Source: an optimization exercise on an open RTL-to-GDS flow (aim: small area, a short achievable clock period and few clock cycles per item). Production flows keep margins and buffers that such runs may drop. RTL that was checked went through simulation tests only; none was proved equivalent to the original. No functional check of the RTL was part of run 2.

## flow/design.v (module list and top-level ports; edited modules follow where they fit)
// module barometer_pressure_compensation_unit: 1269 lines
module barometer_pressure_compensation_unit (
    input  wire logic        clk,
    input  wire logic        rst_n,
    input  wire logic        s_tvalid,
    output logic             s_tready,
    input  wire logic [23:0] s_tdata,
    output logic             m_tvalid,
    input  wire logic        m_tready,
    output logic [23:0]      m_tdata,
    output logic [0:0]       m_tuser,
    input  wire logic        cfg_we,
    input  wire logic [bpc_pkg::CFG_ADDR_BITS-1:0] cfg_addr,
    input  wire logic [bpc_pkg::COEF_BITS-1:0]     cfg_wdata
);
  // ...
==> flow/flow/run.sh <==
#!/bin/bash
# The standard layout, with one step added between synthesis and floorplan.
# polarity.py rewrites the synthesized netlist without changing its function:
#  - a full adder complements both outputs when its three inputs are
#    complemented, so each fa cell takes its inputs in whichever polarity needs
#    fewer inverters; a half adder whose inputs are both wanted complemented
#    is rebuilt as an xor2 and a nor2 of those complements;
#  - each fa cell's latest-arriving input goes to its carry-input pin, the
#    fastest of the three (the cell is symmetric in them).
# Registers and every other step are the standard flow's, except that the
# ports are buffered with buf_2 cells (BUFFER_PORTS_ARGS) rather than the slow
# delay-buffer cell the resizer picks. Each tool's output is logged here.
set -euo pipefail
res=orfs/results/${FLOW_PLATFORM}/barometer_pressure_compensation_unit/base
bash standard.sh synth > standard_synth.log 2>&1
cp "$res/1_2_yosys.v" synth_netlist.v
python3 flow/polarity.py synth_netlist.v "$res/1_2_yosys.v" > polarity.log 2>&1
touch "$res/1_2_yosys.v"
bash standard.sh "BUFFER_PORTS_ARGS=-buffer_cell sky130_fd_sc_hd__buf_2" finish > standard_finish.log 2>&1
==> flow/flow/polarity.py <==
#!/usr/bin/env python3
"""Removes inverters around full-adder cells of a flat sky130 gate netlist.

A full adder is self-dual: complementing its three inputs complements both
outputs.  Each fa cell may therefore be "flipped" (inputs and outputs taken
in complemented form) without changing what the netlist computes.  The script
collapses the netlist's inverters, picks a flip for every fa cell by local
search so that as few signals as possible are needed in both polarities, and
writes the netlist back with one inverter per signal that still needs its
complement.  A half adder may likewise take both inputs complemented: it is then
written as an xor2 (same sum) and a nor2 (same carry) of the complements.
Last, each full adder's latest-arriving input (by rough delays) is moved to its
carry-input pin, the fastest.  Flip-flops, ports and every other cell are left
as they are.

usage: polarity.py IN.v OUT.v
"""
import re
import sys
import random

OUT_PINS = {"X", "Y", "Q", "Q_N", "SUM", "COUT", "HI", "LO", "GCLK"}
INV_RE = re.compile(r"^sky130_fd_sc_hd__(inv|clkinv)_\d+$")
FA_RE = re.compile(r"^sky130_fd_sc_hd__fa_\d+$")
HA_RE = re.compile(r"^sky130_fd_sc_hd__ha_\d+$")


def esc(net):
    """an escaped identifier ends at white space"""
    return net + " " if net.startswith("\\") else net


def parse(text):
    m = re.search(r"^\s*module\s+(\w+)\s*\((.*?)\);", text, re.S | re.M)
    ports = [p.strip() for p in m.group(2).split(",")]
    cell_re = re.compile(r"^  (sky130_fd_sc_hd__\w+)\s+(\S+)\s*\((.*?)\n  \);\n", re.S | re.M)
    cells = []
    spans = []
    for cm in cell_re.finditer(text):
        pins = {}
        for pm in re.finditer(r"\.(\w+)\(([^()]*)\)", cm.group(3)):
            pins[pm.group(1)] = pm.group(2).strip()
        cells.append([cm.group(1), cm.group(2), pins])
        spans.append((cm.start(), cm.end()))
    return ports, cells, spans


# rough delays (ns) for ordering the inputs of each full adder: its carry input
# is its fastest, so the latest-arriving signal goes there
FA_SUM = {"A": 0.53, "B": 0.50, "CIN": 0.48}
FA_COUT = {"A": 0.42, "B": 0.39, "CIN": 0.36}


def permute_fa_inputs(final, is_port):
    drv = {}
    for key, (typ, name, pins) in final.items():
        for p, n in pins.items():
            if p in OUT_PINS:
                drv[n] = key
    seq = lambda t: ("dfrtp" in t or "dfxtp" in t or "edfxtp" in t or "dfstp" in t
                     or "conb" in t or "dlx" in t)
    arr = {}
    state = {}

    def arrival(net):
        if net in arr:
            return arr[net]
        stack = [net]
        while stack:
            n = stack[-1]
            if n in arr:
                stack.pop()
                continue
            key = drv.get(n)
            if key is None:
                arr[n] = 1.7 if is_port(n) else 0.0
                stack.pop()
                continue
            typ, name, pins = final[key]
            if seq(typ):
                arr[n] = 0.45
                stack.pop()
                continue
            ins = [m for p, m in pins.items() if p not in OUT_PINS]
            todo = [m for m in ins if m not in arr]
            if todo:
                if state.get(n) == "visiting":
                    raise RuntimeError("combinational loop at " + n)
                state[n] = "visiting"
                stack.extend(todo)
                continue
            if FA_RE.match(typ):
                order = sorted((pins["A"], pins["B"], pins["CIN"]), key=lambda m: arr[m])
                a = dict(zip(("A", "B", "CIN"), order))
                pins.update(a)
                tsum = max(arr[a[p]] + FA_SUM[p] for p in a)
                tco = max(arr[a[p]] + FA_COUT[p] for p in a)
                arr[pins["SUM"]] = tsum
                arr[pins["COUT"]] = tco
            else:
                d = 0.06 if INV_RE.match(typ) else (0.3 if "__ha_" in typ else 0.2)
                t = max(arr[m] for m in ins) + d if ins else 0.0
                for p, m in pins.items():
                    if p in OUT_PINS:
                        arr[m] = t
            stack.pop()
        return arr[net]

    before = {k: (v[2]["A"], v[2]["B"], v[2]["CIN"]) for k, v in final.items() if FA_RE.match(v[0])}
    for key, (typ, name, pins) in final.items():
        for p, n in pins.items():
            if p in OUT_PINS:
                arrival(n)
    return sum(1 for k, v in before.items()
               if (final[k][2]["A"], final[k][2]["B"], final[k][2]["CIN"]) != v)


def main():
    src, dst = sys.argv[1], sys.argv[2]
    text = open(src).read()
    ports, cells, spans = parse(text)
    assert "assign" not in text, "netlist has assign statements"

    def is_port(net):
        base = net.lstrip("\\").split("[")[0].strip()
        return base in ports

    driver = {}            # net -> (cell index, pin)
    loads = {}             # net -> list of (cell index, pin)
    for i, (typ, name, pins) in enumerate(cells):
        for p, n in pins.items():
            if p in OUT_PINS:
                assert n not in driver, f"two drivers on {n}"
                driver[n] = (i, p)
            else:
                loads.setdefault(n, []).append((i, p))

    # inverters that may be collapsed: input driven by a cell, output feeding only cells
    inv = set()
    for i, (typ, name, pins) in enumerate(cells):
        if INV_RE.match(typ):
            a, y = pins["A"], pins["Y"]
            if a in driver and not is_port(a) and not is_port(y) and y in loads:
                inv.add(i)

    def root(net):
        pol = 0
        while net in driver and driver[net][0] in inv:
            net = cells[driver[net][0]][2]["A"]
            pol ^= 1
        return net, pol

    # flippable cells: a full adder flips its outputs with its inputs; a half
    # adder fed complemented inputs is rebuilt as xor2 + nor2, outputs unchanged
    fa = [i for i, c in enumerate(cells) if FA_RE.match(c[0]) or HA_RE.match(c[0])]
    faidx = {i: k for k, i in enumerate(fa)}
    # requirements: for each root net, list of (fa index or -1, polarity)
    req = {}
    for i, (typ, name, pins) in enumerate(cells):
        if i in inv:
            continue
        for p, n in pins.items():
            if p in OUT_PINS:
                continue
            r, pol = root(n)
            req.setdefault(r, []).append((faidx.get(i, -1), pol, i, p))
    src_fa = {}
    for r in req:
        if r in driver and driver[r][0] in faidx and FA_RE.match(cells[driver[r][0]][0]):
            src_fa[r] = faidx[driver[r][0]]
    touch = [[] for _ in fa]
    for r, lst in req.items():
        ks = {k for k, _, _, _ in lst if k >= 0}
        if r in src_fa:
            ks.add(src_fa[r])
        for k in ks:
            touch[k].append(r)

    x = [0] * len(fa)

    def cost(r):
        sp = x[src_fa[r]] if r in src_fa else 0
        for k, pol, _, _ in req[r]:
            if (pol ^ (x[k] if k >= 0 else 0)) != sp:
                return 1
        return 0

    def total():
        return sum(cost(r) for r in req)

    start = total()
    best = list(x)
    best_cost = start
    rng = random.Random(1)
    for trial in range(8):
        if trial:
            x = [v if rng.random() < 0.8 else 1 - v for v in best]
        improved = True
        while improved:
            improved = False
            for k in range(len(fa)):
                rs = set(touch[k])
                before = sum(cost(r) for r in rs)
                x[k] ^= 1
                after = sum(cost(r) for r in rs)
                if after < before:
                    improved = True
                else:
                    x[k] ^= 1
        c = total()
        if c < best_cost:
            best, best_cost = list(x), c
    x = best

    # rewrite: drop collapsed inverters, add one inverter per root that needs it
    newpins = {}
    added = []
    decl = []
    for r, lst in req.items():
        sp = x[src_fa[r]] if r in src_fa else 0
        comp = None
        for k, pol, i, p in lst:
            need = pol ^ (x[k] if k >= 0 else 0)
            if need == sp:
                net = r
            else:
                if comp is None:
                    comp = f"polnet_{len(added)}"
                    added.append((r, comp))
                    decl.append(f"  wire {comp};\n")
                net = comp
            newpins.setdefault(i, {})[p] = net
    # final connections of every kept cell, and the added inverters
    final = {}
    for i, (typ, name, pins) in enumerate(cells):
        if i in inv:
            continue
        p2 = dict(pins)
        p2.update(newpins.get(i, {}))
        final[i] = [typ, name, p2]
    for j, (r, c) in enumerate(added):
        final[("pol", j)] = ["sky130_fd_sc_hd__inv_1", f"polinv_{j}", {"A": r, "Y": c}]
    permuted = permute_fa_inputs(final, is_port)
    out = []
    last = 0
    for i, (s, e) in enumerate(spans):
        out.append(text[last:s])
        last = e
        if i in inv:
            continue
        typ, name, pins = final[i]
        if HA_RE.match(typ) and x[faidx[i]]:
            a, b = esc(pins["A"]), esc(pins["B"])
            if "SUM" in pins:
                out.append(f"  sky130_fd_sc_hd__xor2_1 {name} (\n    .A({a}),\n    .B({b}),\n"
                           f"    .X({esc(pins['SUM'])})\n  );\n")
            if "COUT" in pins:
                nm = name + "_nor " if name.startswith("\\") else name + "_nor"
                out.append(f"  sky130_fd_sc_hd__nor2_1 {nm} (\n    .A({a}),\n    .B({b}),\n"
                           f"    .Y({esc(pins['COUT'])})\n  );\n")
            continue
        body = ",\n".join(f"    .{p}({esc(n)})" for p, n in pins.items())
        out.append(f"  {typ} {name} (\n{body}\n  );\n")
    tail = text[last:]
    body = "".join(out)
    ins = "".join(f"  sky130_fd_sc_hd__inv_1 polinv_{j} (\n    .A({esc(r)}),\n    .Y({c})\n  );\n"
                  for j, (r, c) in enumerate(added))
    tail = tail.replace("endmodule", ins + "endmodule", 1)
    # declare the new nets after the module's port list declarations
    k = body.find("  wire ")
    body = body[:k] + "".join(decl) + body[k:]
    open(dst, "w").write(body + tail)
    print(f"fa and ha cells {len(fa)}, flipped {sum(x)}; inverters collapsed {len(inv)}, "
          f"signals needing a complement {start} -> {best_cost}, inverters written {len(added)}; "
          f"fa cells with inputs reordered {permuted}")


main()
==> flow/standard.sh <==
#!/bin/bash
# synth_recipe.tcl (not shown) runs the flow's synth.tcl, then flattens the netlist and writes it again
# the make line also repeats each setting of config.mk as NAME=value (left out here)
make -C /OpenROAD-flow-scripts/flow DESIGN_CONFIG=/design/flow/config.mk WORK_HOME=/design/flow/orfs CLKGATE_MAP_FILE= SYNTH_SCRIPT=/design/flow/synth_recipe.tcl "${@:-finish}"
==> flow/config.mk <==
export PLATFORM = sky130hd
export DESIGN_NAME = barometer_pressure_compensation_unit
export DESIGN_NICKNAME = barometer_pressure_compensation_unit
export VERILOG_FILES = /design/flow/design.v
export SDC_FILE = /design/flow/constraint.sdc
export NUM_CORES = 4
export LEC_CHECK = 0
export ABC_AREA = 1
export CAP_MARGIN = 20
export CORE_MARGIN = 2
export CORE_UTILIZATION = 50
export CTS_BUF_LIST = sky130_fd_sc_hd__clkbuf_4
export GPL_ROUTABILITY_DRIVEN = 0
export SETUP_SLACK_MARGIN = 2.5
export SLEW_MARGIN = 20
==> flow/constraint.sdc <==
create_clock -name core_clock -period 7.5 [get_ports {clk}]
set_input_delay 1.5000 -clock core_clock [delete_from_list [all_inputs] [get_ports {clk}]]
set_output_delay 1.5000 -clock core_clock [all_outputs]
set_load 0.01 [all_outputs]
==> results.yml, run 1 <==
place:
  portBuffers: 69
  dp_slack_ps: 1850
  dp.final_hpwl_mm: 59.4
grt:
  track_usage: 0.261
  antenna_found_initial: 2
layout:
  multi_input_cells: 2159
  seq-cell-share: 0.267
  most-common-layout-cells: "nand2_1, inv_1, fa_1"
  final_core_util: 0.583
  multi_input_area_share: 0.574
  finalNonFillerCells: 3976
  clock_area_frac: 0.0305
timing:
  holdWs_ps: 386
  grt_setup_unrepaired: "true"
  fmax_mhz: 202
  drv_slew: 0
  worstMarginPinSlew_ps: 879
drt:
  drc: 0
  drt_pre_antenna_iters: 11
  drt_iter0_drc: 2834
  wl_mm: 78.4
setup_path:
  crit_family: "adder cells"
  crit_cells: 18
  crit_path_start_kind: "register"
floorplan:
  die_area_mm2: 0.0594
  tap_cells: 756
  die_h_um: 244
  row_count: 87
outcome:
  status: "finished clean"
run:
  cap_violations: 0
cts:
  cts_setup_buffers: 51
  h-tree-depth: 3
  path_clk_slew_ps: 70
Testbench counts, summed over its fixed seeds: cycles 12,032, items 12,000.
==> run 2, diff against run 1 <==
--- a/flow/design.v
+++ b/flow/design.v
@@ -43,21 +43,21 @@
     logic [3:0]  vld;
     logic        en;
     logic [9:0]  p1_reg, t1_reg;
     logic [3:0]  tk_next, tk2_reg;
     logic [11:0] temp_next;
     logic [25:0] x_next, x2_reg;
     logic [27:0] y_next, y2_reg;
     logic [9:0]  p2_reg, t2_reg;
-    logic [16:0]  lo_sum;
+    logic [14:0]  lo_sum;
     logic        c3_reg;
-    logic [28-1:0] ra3_reg, rb3_reg;
+    logic [30-1:0] ra3_reg, rb3_reg;
     logic [11:0] temp3_reg;
-    logic [28-1:0] s_full;
+    logic [30-1:0] s_full;
     logic [25:0] v;
     logic        clip_lo4_reg, clip_hi4_reg;
     logic [12:0] hl;
     logic [11:0] h4_reg;
     logic [2:0]  g4_reg;
     logic        c4_reg;
     logic [11:0] temp4_reg;
     logic [12:0] q2;
@@ -1243,19 +1243,19 @@
     wire [43:0] tc_rb = {tc_s78, tc_s76, tc_s74, tc_s72, tc_s70, tc_s68, tc_s66, tc_s64, tc_s62, tc_s60, tc_s58, tc_s56, tc_s54, tc_s52, tc_s50, tc_s48, tc_s46, tc_s44, tc_s42, tc_s40, tc_s38, tc_s36, tc_s34, tc_s32, tc_s30, tc_s28, tc_s26, tc_s24, tc_s22, tc_s20, tc_s18, tc_s16, tc_s14, tc_s12, tc_s10, tc_s8, tc_s6, 1'b0, tc_s2, tc_s1, tc_s0, tb_rb[2], tb_rb[1], tb_rb[0]};
     assign x_next = ta_ra + ta_rb;
     assign y_next = ty_ra + ty_rb;
     assign tk_next = 4'(t1_reg >= 10'd17)  + 4'(t1_reg >= 10'd124) + 4'(t1_reg >= 10'd231)
                    + 4'(t1_reg >= 10'd338) + 4'(t1_reg >= 10'd445) + 4'(t1_reg >= 10'd552)
                    + 4'(t1_reg >= 10'd659) + 4'(t1_reg >= 10'd766) + 4'(t1_reg >= 10'd873)
                    + 4'(t1_reg >= 10'd980);
     assign temp_next = bpc_pkg::T_BASE + 12'(tk2_reg) - 12'(t2_reg) - 12'({t2_reg, 1'b0});
-    assign lo_sum = {1'b0, tc_ra[16-1:0]} + {1'b0, tc_rb[16-1:0]};
-    assign s_full = ra3_reg + rb3_reg + 28'(c3_reg);
-    assign v      = s_full[28-1:2];
+    assign lo_sum = {1'b0, tc_ra[14-1:0]} + {1'b0, tc_rb[14-1:0]};
+    assign s_full = ra3_reg + rb3_reg + 30'(c3_reg);
+    assign v      = s_full[30-1:4];
     assign hl     = 13'(v[21:10]) + 13'(v[9:0]);
     always_comb
     begin
         q2 = {h4_reg, 1'b1} + {9'd0, g4_reg, c4_reg};
         if (clip_lo4_reg)
             pres = 12'd0;
         else if (clip_hi4_reg)
             pres = 12'd4095;
@@ -1268,19 +1268,19 @@
         begin
             p1_reg       <= s_tdata[9:0];
             t1_reg       <= s_tdata[19:10];
             x2_reg       <= x_next;
             y2_reg       <= y_next;
             p2_reg       <= p1_reg;
             t2_reg       <= t1_reg;
             tk2_reg      <= tk_next;
-            c3_reg       <= lo_sum[16];
-            ra3_reg      <= tc_ra[43:16];
-            rb3_reg      <= tc_rb[43:16];
+            c3_reg       <= lo_sum[14];
+            ra3_reg      <= tc_ra[43:14];
+            rb3_reg      <= tc_rb[43:14];
             temp3_reg    <= temp_next;
             clip_lo4_reg <= v[25];
             clip_hi4_reg <= !v[25] && ((|v[24:22]) || (&v[21:12]));
             h4_reg       <= v[21:10];
             g4_reg       <= hl[12:10];
             c4_reg       <= (&hl[9:3]) && (4'(hl[2:0]) + 4'(hl[12:10]) >= 4'd7);
             temp4_reg    <= temp3_reg;
         end
==> flow/config.mk (replaced) <==
export PLATFORM = sky130hd
export DESIGN_NAME = barometer_pressure_compensation_unit
export DESIGN_NICKNAME = barometer_pressure_compensation_unit
export VERILOG_FILES = /design/flow/design.v
export SDC_FILE = /design/flow/constraint.sdc
export NUM_CORES = 4
export LEC_CHECK = 0
export ABC_AREA = 1
export CAP_MARGIN = 20
export CORE_MARGIN = 2
export CORE_UTILIZATION = 40
export CTS_BUF_LIST = sky130_fd_sc_hd__clkbuf_4
export GPL_ROUTABILITY_DRIVEN = 0
export SETUP_SLACK_MARGIN = 2.5
export SLEW_MARGIN = 20
==> run 2 against run 1 <==
  * Via count down 0.26%
  * Worst setup slack better by 92 ps
  * Cell count up 7.5%
  * Die area up 26%
  * Synthesized area up 1.0%
  * Clock-buffer cell count unchanged
  * Global-route usage down 5.1 points
  * Critical endpoint is now x2_reg[24]
==> results.yml, run 2 <==
drt:
  wl_mm: 78.5
  wl_per_cell_um: 18.4
  ant_nets: 0
  drc: 0
  drt_iter0_drc: 1956
  drt_pre_antenna_iters: 6
  via_per_inst: 5.24
  dr_total_vias: 22400
synthesis:
  syn_inst: 3049
  syn_area_per_cell_um2: 9.53
  netlist_area_mm2: 0.0290
  synth_fp_nets: 3626
  ys_warn_count: 1
grt:
  track_usage: 0.210
  grt.busiest_layer: "met2"
  antenna_found_initial: 1
  grt_max_degree: 82
  gr-usage-met3: 0.0381
  use_met2: 0.364
  grt_pass1_vias: 22400
  groute.layer.met1.usage: 0.253
  grt.overflow.total: 0
  grt_pass1_wl_mm: 121
timing:
  grt_setup_unrepaired: "true"
  drv_slew: 0
  finalHoldViolCount: 0
  fin_crit_ps: 4860
  finalCritPeriodShare: 0.648
  worstMarginPinSlew_ps: 837
  skew_ps: 73.3
  fin_tns_setup_ps: 0
  relSlewSlack: 0.442
  fmax_mhz: 206
  report.final.setup_viol: 0
cts:
  path_clk_slew_ps: 60
  clk_latency_ps: 860
  numCtsBuffers: 82
  ctsLongestPathBuffers: 3
  cts_tree: "done"
  clock-sinks: 299
  root_buffer: "clkbuf_4"
  h-tree-depth: 3
setup_path:
  arrival_ps: 5460
  crit_path_end_kind: "register"
  crit_path_start_kind: "register"
  cp_num_buf_inv: 4
  critical_path.cell_chain: "inv_1, nor2_2, inv_2, nor2_4, inv_2, o22ai_1, a21oi_1, fa_2, fa_1, fa_1, fa_1, inv_1, ha_4, nand2_2, nor4_4, nand3_1, nand3_2, a21oi_1, o21bai_1, xor2_1"
  cp_slowest_cell: "fa_1"
  worstPathMaxFanout: 7
  worst_path_most_repeated_cell: "fa_1"
  criticalPathCategory: "register to register"
  crit_family: "adder cells"
  slowest_delay_ps: 520
  cp.required_ps: 8100
layout:
  drive_gt1_frac: 0.175
  fin_nets: 3834
  multiInputGateArea_mm2: 0.0189
  most-common-layout-cells: "nand2_1, inv_1, fa_1"
  finalNonFillerCells: 4273
  area.sequential_mm2: 0.00894
  mostFrequentLayoutCell: "nand2_1"
  syn_to_final_growth_pct: 15.4
  design_area_mm2: 0.0335
  nFillCells: 6886
min_path:
  hp-class: "register to register"
floorplan:
  core-area_mm2: 0.0717
  start_util: 0.405
  row_count: 98
  die_h_um: 273
  num_io_pins: 74
  chipWidth_um: 273
  die_area_mm2: 0.0748
place:
  dpl_cell_area_mm2: 0.0304
  dp.final_hpwl_mm: 60.0
  portBuffers: 69
  placed_cells: 4000
outcome:
  status: "finished clean"
run:
  cap_violations: 0
==> run 2: per-stage QoR <==
stage	utilization	setup WS [ps]	hold WS (ps)
floorplan	-	2510	400
global placement	0.424	2020	400
detailed placement	0.424	1960	406
CTS	0.449	2330	384
global route	0.467	2330	398
finish	0.467	2640	399
==> run 2: final timing paths <==
path / from / endpoint / slack, ps / cells after the start
worst max-delay path: t1_reg[4] / x2_reg[24] / 2640 / 20
worst min-delay path: p1_reg[8] / p2_reg[8] / 400 / 0
worst max register to register: t1_reg[4] / x2_reg[24] / 2640 / 20
worst min register to register: p1_reg[8] / p2_reg[8] / 400 / 0
max in group asynchronous: rst_n / ok_reg[3] / 6660 / 1
min in group asynchronous: rst_n / ok_reg[0] / 540 / 1
==> run 2: layout make-up <==
| type | instances | area share |
|---|---|---|
| sequential | 299 | 0.267 |
| antenna | 1 | 0.0000747 |
| timing repair buffer | 211 | 0.0498 |
| inverter | 438 | 0.0503 |
| multi-input combinational | 2223 | 0.565 |
| clock buffer | 111 | 0.0249 |
| clock inverter | 38 | 0.00777 |
| timing repair inverter | 2 | 0.000373 |
| tap | 950 | 0.0355 |
==> run 2: what timing repair did <==
action	4_1_cts	5_1_grt
resized for setup	48	197
pin swaps	2	45
setup endpoints to repair	56	34
setup buffers	44	73
gates cloned	2	4
endpoints found under the hold margin	0	0
hold buffers	0	0
==> run 2: layer usage <==
metal | up-vias | wire length [µm]
li1 | 10500 | -
met2 | 980 | 38300
met4 | 0 | 3840
met5 | - | 0
met3 | 233 | 5590
met1 | 10700 | 30800

[what the ideal ports hide]
Ports are ideal in the flow. The routed layouts listed here were re-timed in OpenROAD. Step 1 assumes that a clkbuf_16 drives the clock port and a buf_2 every other input. Step 2 moves the port delays by t, midway between the first and last clock arrival at a register: inputs arrive t later, outputs are due t later. That takes back most of the time a late clock gives input paths. Slacks: ideal ports / drivers / drivers and shift; pairs: ideal ports / drivers.
| run | t (ns) | setup WS [ns] | worst hold slack (ns) | worst data-port slew with drivers (ns) | cell pins on the clock port's net |
|---|---|---|---|---|---|
| run 1 | 0.891 | 2.549 / 2.549 / 2.549 | 0.386 / 0.386 / 0.386 | 0.04 | 1 |
| run 2 | 0.880 | 2.641 / 2.641 / 2.641 | 0.399 / 0.399 / 0.399 | 0.05 | 1 |
After both steps setup and hold are still met in every run listed.
